Source: an optimization exercise on an open RTL-to-GDS flow (aim: small area, a short achievable clock period and few clock cycles). Production flows keep margins and buffers that such runs may drop. The RTL was checked by simulation tests, not by an equivalence proof against the original design. Power figures rest on the tool's default switching activity, not on a simulated workload.

## infix_expression_evaluator_unit
module infix_expression_evaluator_unit (
   input  logic                        clock,
   input  logic                        reset,
   input  logic                        req_tvalid,
   output logic                        req_tready,
   input  logic [7:0]                  req_tdata,
   input  logic                        req_tlast,
   output logic                        rsp_tvalid,
   input  logic                        rsp_tready,
   output logic signed [31:0]          rsp_tdata,
   output logic [1:0]                  rsp_tuser
);
For scale: roughly 2400 cells after synthesis, ~180 flip-flops, ~49 I/O pins, about 17000 um^2 of cells after synthesis.
Settings: LEC_CHECK=0, ABC_AREA=1, CAP_MARGIN=20, CORE_MARGIN=2, CORE_UTILIZATION=40, SETUP_SLACK_MARGIN=5, SLEW_MARGIN=20; clock period 9.0 ns.
run.sh (not shown) runs the stock make flow with config.mk's settings and CLKGATE_MAP_FILE= SYNTH_SCRIPT=/design/flow/synth_recipe.tcl, a recipe that flattens the netlist after the stock synthesis.
The starting point ran to the end with no violations.
Testbench counts at the start, summed over its fixed seeds: cycles 38,127.
Edit:
--- a/flow/design.v
+++ b/flow/design.v
@@ -183,25 +183,25 @@
    iee_add #(.W(32)) u_acc_add (
       .a   (s2),
       .b   (c2),
       .cin (1'b0),
       .s   (acc_digit)
    );
    logic [31:0] x_next, rem_next;
    logic        qbit;
    logic        wq_q, wq_d;        
    logic [32:0] sum33;
    logic        next_bit;
    iee_divider u_div (
-      .x        (term_q),
+      .x        (rem_q),
       .diff     (sum33),
       .cnt      (cnt_q),
       .wq       (wq_q),
       .qbit     (qbit),
       .x_next   (x_next),
       .rem_next (rem_next),
       .next_bit (next_bit)
    );
    logic [31:0] dvd_mag;
    logic [4:0]  dvd_msb;
    logic        dvd_zero, dvd_min, dvd_neg;
    assign dvd_mag  = rem_q[31] ? (~rem_q + 32'd1) : rem_q;
@@ -242,32 +242,32 @@
    assign a_end    = run ? ic_nl_q : (pk_q == PK_END);
    assign a_attr   = run ? ia_q    : pa_q;
    assign a_last   = run ? il_q    : pl_q;
    assign a_close  = a_addsub || a_muldiv || a_end;
    logic        apply, needs_div, dz;
    logic [31:0] f, sumv, total;
    logic        fs, fsub;
    logic [1:0]  st_close;
    logic        out_free;
    assign apply     = apply_q;
    assign needs_div = !apply && (op_q == OP_DIV);
    assign dz        = apply && dz_q;
-   assign f         = apply ? {term_q[31:1], wq_q} : acc_q;
+   assign f         = apply ? {rem_q[31:1], wq_q} : acc_q;
    assign fs        = apply ? qn_q : ts_q;
    logic        dividing;
    logic [32:0] add_a, add_b;
    assign dividing  = div_q;
    assign sumv      = fresh_q ? 32'd0 : sum_q;
-   assign fsub      = dividing ? (rem_q[31] == acc_q[31]) : (sign_q ^ fs);
-   assign add_a     = dividing ? {rem_q, nb_q} : {1'b0, sumv};
+   assign fsub      = dividing ? (term_q[31] == acc_q[31]) : (sign_q ^ fs);
+   assign add_a     = dividing ? {term_q, nb_q} : {1'b0, sumv};
    assign add_b     = fsub ? ~{f[31], f} : {f[31], f};
    iee_add #(.W(33)) u_total_add (
       .a   (add_a),
       .b   (add_b),
       .cin (fsub),
       .s   (sum33)
    );
    assign total = sum33[31:0];
    assign st_close  = (dz && st_q == ST_OK) ? ST_DIVZERO : st_q;
    assign out_free  = !rv_q || rsp_tready;
    logic ic_plain;
    assign ic_plain = iv_q && !il_q && !(ic_as_q || ic_md_q || ic_nl_q);
@@ -298,48 +298,48 @@
       st_d    = st_q;
       fresh_d = fresh_q;
       rv_d    = rv_q && !rsp_tready;
       rst_d   = rst_q;
       pk_d    = pk_q;
       pa_d    = pa_q;
       pl_d    = pl_q;
       cnt_d   = cnt_q;
       qn_d    = qn_q;
       dz_d    = dz_q;
       nb_d    = nb_q;
       if (state_q == S_DIV) begin
-         term_d = x_next;
+         rem_d  = x_next;
          wq_d   = qbit;
-         rem_d  = rem_next;
+         term_d = rem_next;
          nb_d   = next_bit;
          cnt_d  = cnt_q - 5'd1;
          if (cnt_q == 5'd0) state_d = S_APPLY;
       end else if (run && !(iv_q && a_close)) begin
          if (iv_q) begin
             if (ic_dig_q) acc_d = acc_digit;
             if (ic_inv_q) st_d = ST_INVALID;
             if (il_q) begin
                state_d = S_PEND;
                pk_d    = PK_END;
             end
          end
       end else begin
          pk_d = a_addsub ? PK_ADDSUB : (a_muldiv ? PK_MULDIV : PK_END);
          pa_d = a_attr;
          pl_d = a_last && !a_end;
          if (needs_div) begin
-            term_d  = q_zero ? 32'd0 : dvd_mag;
+            rem_d   = q_zero ? 32'd0 : dvd_mag;
             wq_d    = 1'b0;
             dz_d    = dvs_zero;
-            rem_d   = 32'd0;
+            term_d  = 32'd0;
             qn_d    = dvd_neg ^ acc_q[31];
             cnt_d   = dvd_msb;
             nb_d    = 1'b1;
             state_d = (dvd_zero || q_zero) ? S_APPLY : S_DIV;
          end else if (a_muldiv) begin
             st_d   = st_close;
             term_d = a_attr ? 32'd1 : f;
             if (a_attr) rem_d = f;
             ts_d   = fs;
             acc_d  = 32'd0;
             op_d   = a_attr ? OP_DIV : OP_MUL;
             if (a_last) begin
Outcome:
- The new run finished clean
- sequential cell count is unchanged
- worst hold slack got worse by 7.5 ps
- routed wire length went up by 12%
- final area drops by 1.2%
- global-route usage came out higher by 3.2 points
- power is higher by 3.1%
- area after synthesis fell by 0.36%
- worst setup slack is worse by 59 ps
Testbench counts after the change, summed over its fixed seeds: cycles 38,127.


The RTL this note starts from:
==> flow/design.v <==
package iee_pkg;
   localparam int unsigned DATA_W = 32;
   localparam logic [7:0] CH_NEWLINE = 8'd10;
   localparam logic [7:0] CH_SPACE   = 8'd32;
   localparam logic [7:0] CH_STAR    = 8'd42;
   localparam logic [7:0] CH_PLUS    = 8'd43;
   localparam logic [7:0] CH_MINUS   = 8'd45;
   localparam logic [7:0] CH_SLASH   = 8'd47;
   localparam logic [7:0] CH_ZERO    = 8'd48;
   localparam logic [7:0] CH_NINE    = 8'd57;
   localparam logic [1:0] OP_LOAD = 2'd0;
   localparam logic [1:0] OP_MUL  = 2'd1;
   localparam logic [1:0] OP_DIV  = 2'd2;
   localparam logic [1:0] ST_OK      = 2'd0;
   localparam logic [1:0] ST_INVALID = 2'd1;
   localparam logic [1:0] ST_DIVZERO = 2'd2;
   localparam logic [1:0] PK_ADDSUB = 2'd0;
   localparam logic [1:0] PK_MULDIV = 2'd1;
   localparam logic [1:0] PK_END    = 2'd2;
   localparam logic [1:0] S_RUN   = 2'd0;   
   localparam logic [1:0] S_PEND  = 2'd1;   
   localparam logic [1:0] S_DIV   = 2'd2;   
   localparam logic [1:0] S_APPLY = 2'd3;   
endpackage
module iee_divider (
   input  logic [31:0] x,
   input  logic [31:0] rem,
   input  logic [31:0] divisor,
   input  logic [4:0]  pos,
   output logic [31:0] x_next,
   output logic [31:0] rem_next
);
   logic        bit_in;
   logic [32:0] diff;
   logic        qbit;
   logic [31:0] keep;
   assign bit_in = x[pos];
   assign diff   = {rem, bit_in} - {1'b0, divisor};
   assign qbit   = ~diff[32];
   always_comb begin
      for (int i = 0; i < 32; i++) keep[i] = (i[4:0] <= pos);
   end
   assign rem_next = qbit ? diff[31:0] : {rem[30:0], bit_in};
   assign x_next   = {x[30:0], qbit} & keep;
endmodule
import iee_pkg::*;
module infix_expression_evaluator_unit (
   input  logic                        clock,
   input  logic                        reset,
   input  logic                        req_tvalid,
   output logic                        req_tready,
   input  logic [7:0]                  req_tdata,
   input  logic                        req_tlast,
   output logic                        rsp_tvalid,
   input  logic                        rsp_tready,
   output logic signed [31:0]          rsp_tdata,
   output logic [1:0]                  rsp_tuser
);
   logic [1:0]  state_q, state_d;
   logic [31:0] sum_q, sum_d;
   logic [31:0] term_q, term_d;
   logic [31:0] acc_q, acc_d;
   logic [31:0] rem_q, rem_d;
   logic [1:0]  op_q, op_d;
   logic        sign_q, sign_d;
   logic [1:0]  st_q, st_d;
   logic        fresh_q, fresh_d;
   logic        rv_q, rv_d;
   logic [1:0]  rst_q, rst_d;
   logic [1:0]  pk_q, pk_d;
   logic        pa_q, pa_d;
   logic        pl_q, pl_d;
   logic [4:0]  pos_q, pos_d;
   logic [4:0]  cnt_q, cnt_d;
   logic        qn_q, qn_d;
   logic [7:0] c;
   logic       is_digit, is_space, is_addsub, is_muldiv, is_nl, is_inv;
   assign c         = req_tdata;
   assign is_digit  = (c >= CH_ZERO) && (c <= CH_NINE);
   assign is_space  = (c == CH_SPACE);
   assign is_addsub = (c == CH_PLUS) || (c == CH_MINUS);
   assign is_muldiv = (c == CH_STAR) || (c == CH_SLASH);
   assign is_nl     = (c == CH_NEWLINE);
   assign is_inv    = !(is_digit || is_space || is_addsub || is_muldiv || is_nl);
   logic [3:0]  d;
   logic [31:0] m;
   logic [31:0] acc_digit;
   assign d = c[3:0];
   assign m = (op_q == OP_MUL) ? term_q : 32'd1;
   assign acc_digit = (acc_q << 3) + (acc_q << 1)
                    + (d[3] ? (m << 3) : (d[2] ? (m << 2) : 32'd0))
                    + (d[1] ? (m << 1) : 32'd0)
                    + (d[0] ? m : 32'd0);
   logic [31:0] x_next, rem_next;
   iee_divider u_div (
      .x        (term_q),
      .rem      (rem_q),
      .divisor  (acc_q),
      .pos      (pos_q),
      .x_next   (x_next),
      .rem_next (rem_next)
   );
   logic [31:0] dvd_mag, dvs_mag;
   logic [4:0]  dvd_msb;
   logic        dvd_zero;
   assign dvd_mag  = term_q[31] ? (~term_q + 32'd1) : term_q;
   assign dvs_mag  = acc_q[31] ? (~acc_q + 32'd1) : acc_q;
   assign dvd_zero = (term_q == 32'd0);
   always_comb begin
      dvd_msb = 5'd0;
      for (int i = 0; i < 32; i++) if (dvd_mag[i]) dvd_msb = i[4:0];
   end
   logic       run, a_addsub, a_muldiv, a_end, a_attr, a_last, a_close;
   assign run      = (state_q == S_RUN);
   assign a_addsub = run ? is_addsub : (pk_q == PK_ADDSUB);
   assign a_muldiv = run ? is_muldiv : (pk_q == PK_MULDIV);
   assign a_end    = run ? is_nl     : (pk_q == PK_END);
   assign a_attr   = run ? (c == CH_MINUS || c == CH_SLASH) : pa_q;
   assign a_last   = run ? req_tlast : pl_q;
   assign a_close  = a_addsub || a_muldiv || a_end;
   logic        apply, needs_div, dz;
   logic [31:0] f, sumv, total;
   logic        fsub;
   logic [1:0]  st_close;
   logic        out_free;
   assign apply     = (state_q == S_APPLY);
   assign needs_div = !apply && (op_q == OP_DIV) && (acc_q != 32'd0);
   assign dz        = !apply && (op_q == OP_DIV) && (acc_q == 32'd0);
   assign f         = apply ? (qn_q ? (~term_q + 32'd1) : term_q)
                            : ((op_q == OP_DIV) ? 32'd0 : acc_q);
   assign sumv      = fresh_q ? 32'd0 : sum_q;
   assign fsub      = sign_q;
   assign total     = fsub ? (sumv - f) : (sumv + f);
   assign st_close  = (dz && st_q == ST_OK) ? ST_DIVZERO : st_q;
   assign out_free  = !rv_q || rsp_tready;
   logic take;
   assign take       = run && req_tvalid;
   assign req_tready = run;
   always_comb begin
      state_d = state_q;
      sum_d   = sum_q;
      term_d  = term_q;
      acc_d   = acc_q;
      rem_d   = rem_q;
      op_d    = op_q;
      sign_d  = sign_q;
      st_d    = st_q;
      fresh_d = fresh_q;
      rv_d    = rv_q && !rsp_tready;
      rst_d   = rst_q;
      pk_d    = pk_q;
      pa_d    = pa_q;
      pl_d    = pl_q;
      pos_d   = pos_q;
      cnt_d   = cnt_q;
      qn_d    = qn_q;
      if (state_q == S_DIV) begin
         term_d = x_next;
         rem_d  = rem_next;
         cnt_d  = cnt_q - 5'd1;
         if (cnt_q == 5'd0) state_d = S_APPLY;
      end else if (take && !a_close) begin
         if (is_digit) acc_d = acc_digit;
         if (is_inv) st_d = ST_INVALID;
         if (req_tlast) begin
            state_d = S_PEND;
            pk_d    = PK_END;
         end
      end else if (take || !run) begin
         pk_d = a_addsub ? PK_ADDSUB : (a_muldiv ? PK_MULDIV : PK_END);
         pa_d = a_attr;
         pl_d = a_last && !a_end;
         if (needs_div) begin
            term_d  = dvd_mag;
            acc_d   = dvs_mag;
            rem_d   = 32'd0;
            qn_d    = term_q[31] ^ acc_q[31];
            pos_d   = dvd_msb;
            cnt_d   = dvd_msb;
            state_d = dvd_zero ? S_APPLY : S_DIV;
         end else if (a_muldiv) begin
            st_d   = st_close;
            term_d = f;
            acc_d  = 32'd0;
            op_d   = a_attr ? OP_DIV : OP_MUL;
            if (a_last) begin
               state_d = S_PEND;
               pk_d    = PK_END;
            end else begin
               state_d = S_RUN;
            end
         end else if (!out_free) begin
            state_d = S_PEND;
            if (apply) state_d = S_APPLY;
         end else if (a_addsub) begin
            st_d    = st_close;
            sum_d   = total;
            fresh_d = 1'b0;
            sign_d  = a_attr;
            op_d    = OP_LOAD;
            acc_d   = 32'd0;
            if (a_last) begin
               state_d = S_PEND;
               pk_d    = PK_END;
            end else begin
               state_d = S_RUN;
            end
         end else begin
            rv_d    = 1'b1;
            rst_d   = st_close;
            sum_d   = (st_close == ST_OK) ? total : 32'd0;
            fresh_d = 1'b1;
            sign_d  = 1'b0;
            op_d    = OP_LOAD;
            acc_d   = 32'd0;
            st_d    = ST_OK;
            state_d = S_RUN;
         end
      end
   end
   always_ff @(posedge clock) begin
      if (reset) begin
         state_q <= S_RUN;
         acc_q   <= 32'd0;
         op_q    <= OP_LOAD;
         sign_q  <= 1'b0;
         st_q    <= ST_OK;
         fresh_q <= 1'b1;
         rv_q    <= 1'b0;
      end else begin
         state_q <= state_d;
         acc_q   <= acc_d;
         op_q    <= op_d;
         sign_q  <= sign_d;
         st_q    <= st_d;
         fresh_q <= fresh_d;
         rv_q    <= rv_d;
      end
      sum_q  <= sum_d;
      term_q <= term_d;
      rem_q  <= rem_d;
      rst_q  <= rst_d;
      pk_q   <= pk_d;
      pa_q   <= pa_d;
      pl_q   <= pl_d;
      pos_q  <= pos_d;
      cnt_q  <= cnt_d;
      qn_q   <= qn_d;
   end
   assign rsp_tvalid = rv_q;
   assign rsp_tdata  = sum_q;
   assign rsp_tuser  = rst_q;
endmodule
==> flow/config.mk <==
export PLATFORM = sky130hd
export DESIGN_NAME = infix_expression_evaluator_unit
export DESIGN_NICKNAME = infix_expression_evaluator_unit
export VERILOG_FILES = /design/flow/design.v
export SDC_FILE = /design/flow/constraint.sdc
export NUM_CORES = 4
export LEC_CHECK = 0
export CAP_MARGIN = 20
export CORE_MARGIN = 2
export CORE_UTILIZATION = 40
export SLEW_MARGIN = 20
==> flow/constraint.sdc <==
create_clock -name core_clock -period 9.0 [get_ports {clock}]
set_input_delay 1.8000 -clock core_clock [delete_from_list [all_inputs] [get_ports {clock}]]
set_output_delay 1.8000 -clock core_clock [all_outputs]
set_load 0.01 [all_outputs]
Testbench counts at the start, summed over its fixed seeds: cycles 41,417.
Next try:
--- a/flow/design.v
+++ b/flow/design.v
@@ -31,11 +31,15 @@
    output logic [31:0] rem_next
 );
    logic        bit_in;
+   logic        dneg;
+   logic [32:0] addend;
    logic [32:0] diff;
    logic        qbit;
    logic [31:0] keep;
    assign bit_in = x[pos];
-   assign diff   = {rem, bit_in} - {1'b0, divisor};
+   assign dneg   = divisor[31];
+   assign addend = dneg ? {1'b1, divisor} : {1'b1, ~divisor};
+   assign diff   = {rem, bit_in} + addend + {32'd0, ~dneg};
    assign qbit   = ~diff[32];
    always_comb begin
       for (int i = 0; i < 32; i++) keep[i] = (i[4:0] <= pos);
@@ -59,6 +63,7 @@
    logic [1:0]  state_q, state_d;
    logic [31:0] sum_q, sum_d;
    logic [31:0] term_q, term_d;
+   logic        ts_q, ts_d;        
    logic [31:0] acc_q, acc_d;
    logic [31:0] rem_q, rem_d;
    logic [1:0]  op_q, op_d;
@@ -100,12 +105,13 @@
       .x_next   (x_next),
       .rem_next (rem_next)
    );
-   logic [31:0] dvd_mag, dvs_mag;
+   logic [31:0] dvd_mag;
    logic [4:0]  dvd_msb;
-   logic        dvd_zero;
+   logic        dvd_zero, dvd_min, dvd_neg;
    assign dvd_mag  = term_q[31] ? (~term_q + 32'd1) : term_q;
-   assign dvs_mag  = acc_q[31] ? (~acc_q + 32'd1) : acc_q;
    assign dvd_zero = (term_q == 32'd0);
+   assign dvd_min  = (term_q == 32'h8000_0000);
+   assign dvd_neg  = dvd_min || (ts_q ^ term_q[31]);
    always_comb begin
       dvd_msb = 5'd0;
       for (int i = 0; i < 32; i++) if (dvd_mag[i]) dvd_msb = i[4:0];
@@ -120,16 +126,16 @@
    assign a_close  = a_addsub || a_muldiv || a_end;
    logic        apply, needs_div, dz;
    logic [31:0] f, sumv, total;
-   logic        fsub;
+   logic        fs, fsub;
    logic [1:0]  st_close;
    logic        out_free;
    assign apply     = (state_q == S_APPLY);
    assign needs_div = !apply && (op_q == OP_DIV) && (acc_q != 32'd0);
    assign dz        = !apply && (op_q == OP_DIV) && (acc_q == 32'd0);
-   assign f         = apply ? (qn_q ? (~term_q + 32'd1) : term_q)
-                            : ((op_q == OP_DIV) ? 32'd0 : acc_q);
+   assign f         = apply ? term_q : ((op_q == OP_DIV) ? 32'd0 : acc_q);
+   assign fs        = apply ? qn_q : ((op_q == OP_MUL) && ts_q);
    assign sumv      = fresh_q ? 32'd0 : sum_q;
-   assign fsub      = sign_q;
+   assign fsub      = sign_q ^ fs;
    assign total     = fsub ? (sumv - f) : (sumv + f);
    assign st_close  = (dz && st_q == ST_OK) ? ST_DIVZERO : st_q;
    assign out_free  = !rv_q || rsp_tready;
@@ -140,6 +146,7 @@
       state_d = state_q;
       sum_d   = sum_q;
       term_d  = term_q;
+      ts_d    = ts_q;
       acc_d   = acc_q;
       rem_d   = rem_q;
       op_d    = op_q;
@@ -172,15 +179,15 @@
          pl_d = a_last && !a_end;
          if (needs_div) begin
             term_d  = dvd_mag;
-            acc_d   = dvs_mag;
             rem_d   = 32'd0;
-            qn_d    = term_q[31] ^ acc_q[31];
+            qn_d    = dvd_neg ^ acc_q[31];
             pos_d   = dvd_msb;
             cnt_d   = dvd_msb;
             state_d = dvd_zero ? S_APPLY : S_DIV;
          end else if (a_muldiv) begin
             st_d   = st_close;
             term_d = f;
+            ts_d   = fs;
             acc_d  = 32'd0;
             op_d   = a_attr ? OP_DIV : OP_MUL;
             if (a_last) begin
@@ -238,6 +245,7 @@
       end
       sum_q  <= sum_d;
       term_q <= term_d;
+      ts_q   <= ts_d;
       rem_q  <= rem_d;
       rst_q  <= rst_d;
       pk_q   <= pk_d;
Outcome: Clock-buffer cell count rose by 2. Core utilization fell by 0.27 points. Power went down by 3.5%. Cell count goes down by 8.3%. Design area goes down by 6.1%. Synthesized cell count went down by 9.9%. Sequential cell count went up by 1. Area after synthesis falls by 6.0%. Sequential power is higher by 4.2%. Via count went down by 13%. Hold slack degrades by 26 ps. Setup slack gets better by 250 ps. Die area went down by 5.9%.
Testbench counts after the change, summed over its fixed seeds: cycles 41,417.

==> port drivers added, routing unchanged <==
The flow's constraints put no driver on any port. The routed layouts listed below were extracted and timed again, unchanged, in two steps. Step 1, drivers: a clkbuf_16 drives clock and a buf_2 each remaining input, both assumed. Step 2, shift: input delay + t, output delay - t, t = (earliest + latest rising clock arrival at the registers) / 2. This alone moves slack from input paths to output paths. Three values: no drivers, after step 1, after step 2; two values: the first two.
run | t (ns) | setup slack, ns | worst data-port slew with drivers (ns) | cell pins on the clock port's net
the first run of note 1 | 0.528 | 4.856 / 4.856 / 4.681 | 0.03 | 1
the second run of note 1 | 0.530 | 4.798 / 4.798 / 4.652 | 0.04 | 1
the first run of note 2 | 0.533 | 1.510 / 1.510 / 1.142 | 0.03 | 1
the second run of note 2 | 0.518 | 1.761 / 1.792 / 1.274 | 0.03 | 1
After both steps every run listed still meets setup and hold. For the second run of note 2, which loses most, drivers alone change the setup slack by +0.031 ns; drivers and shift together by -0.487 ns.
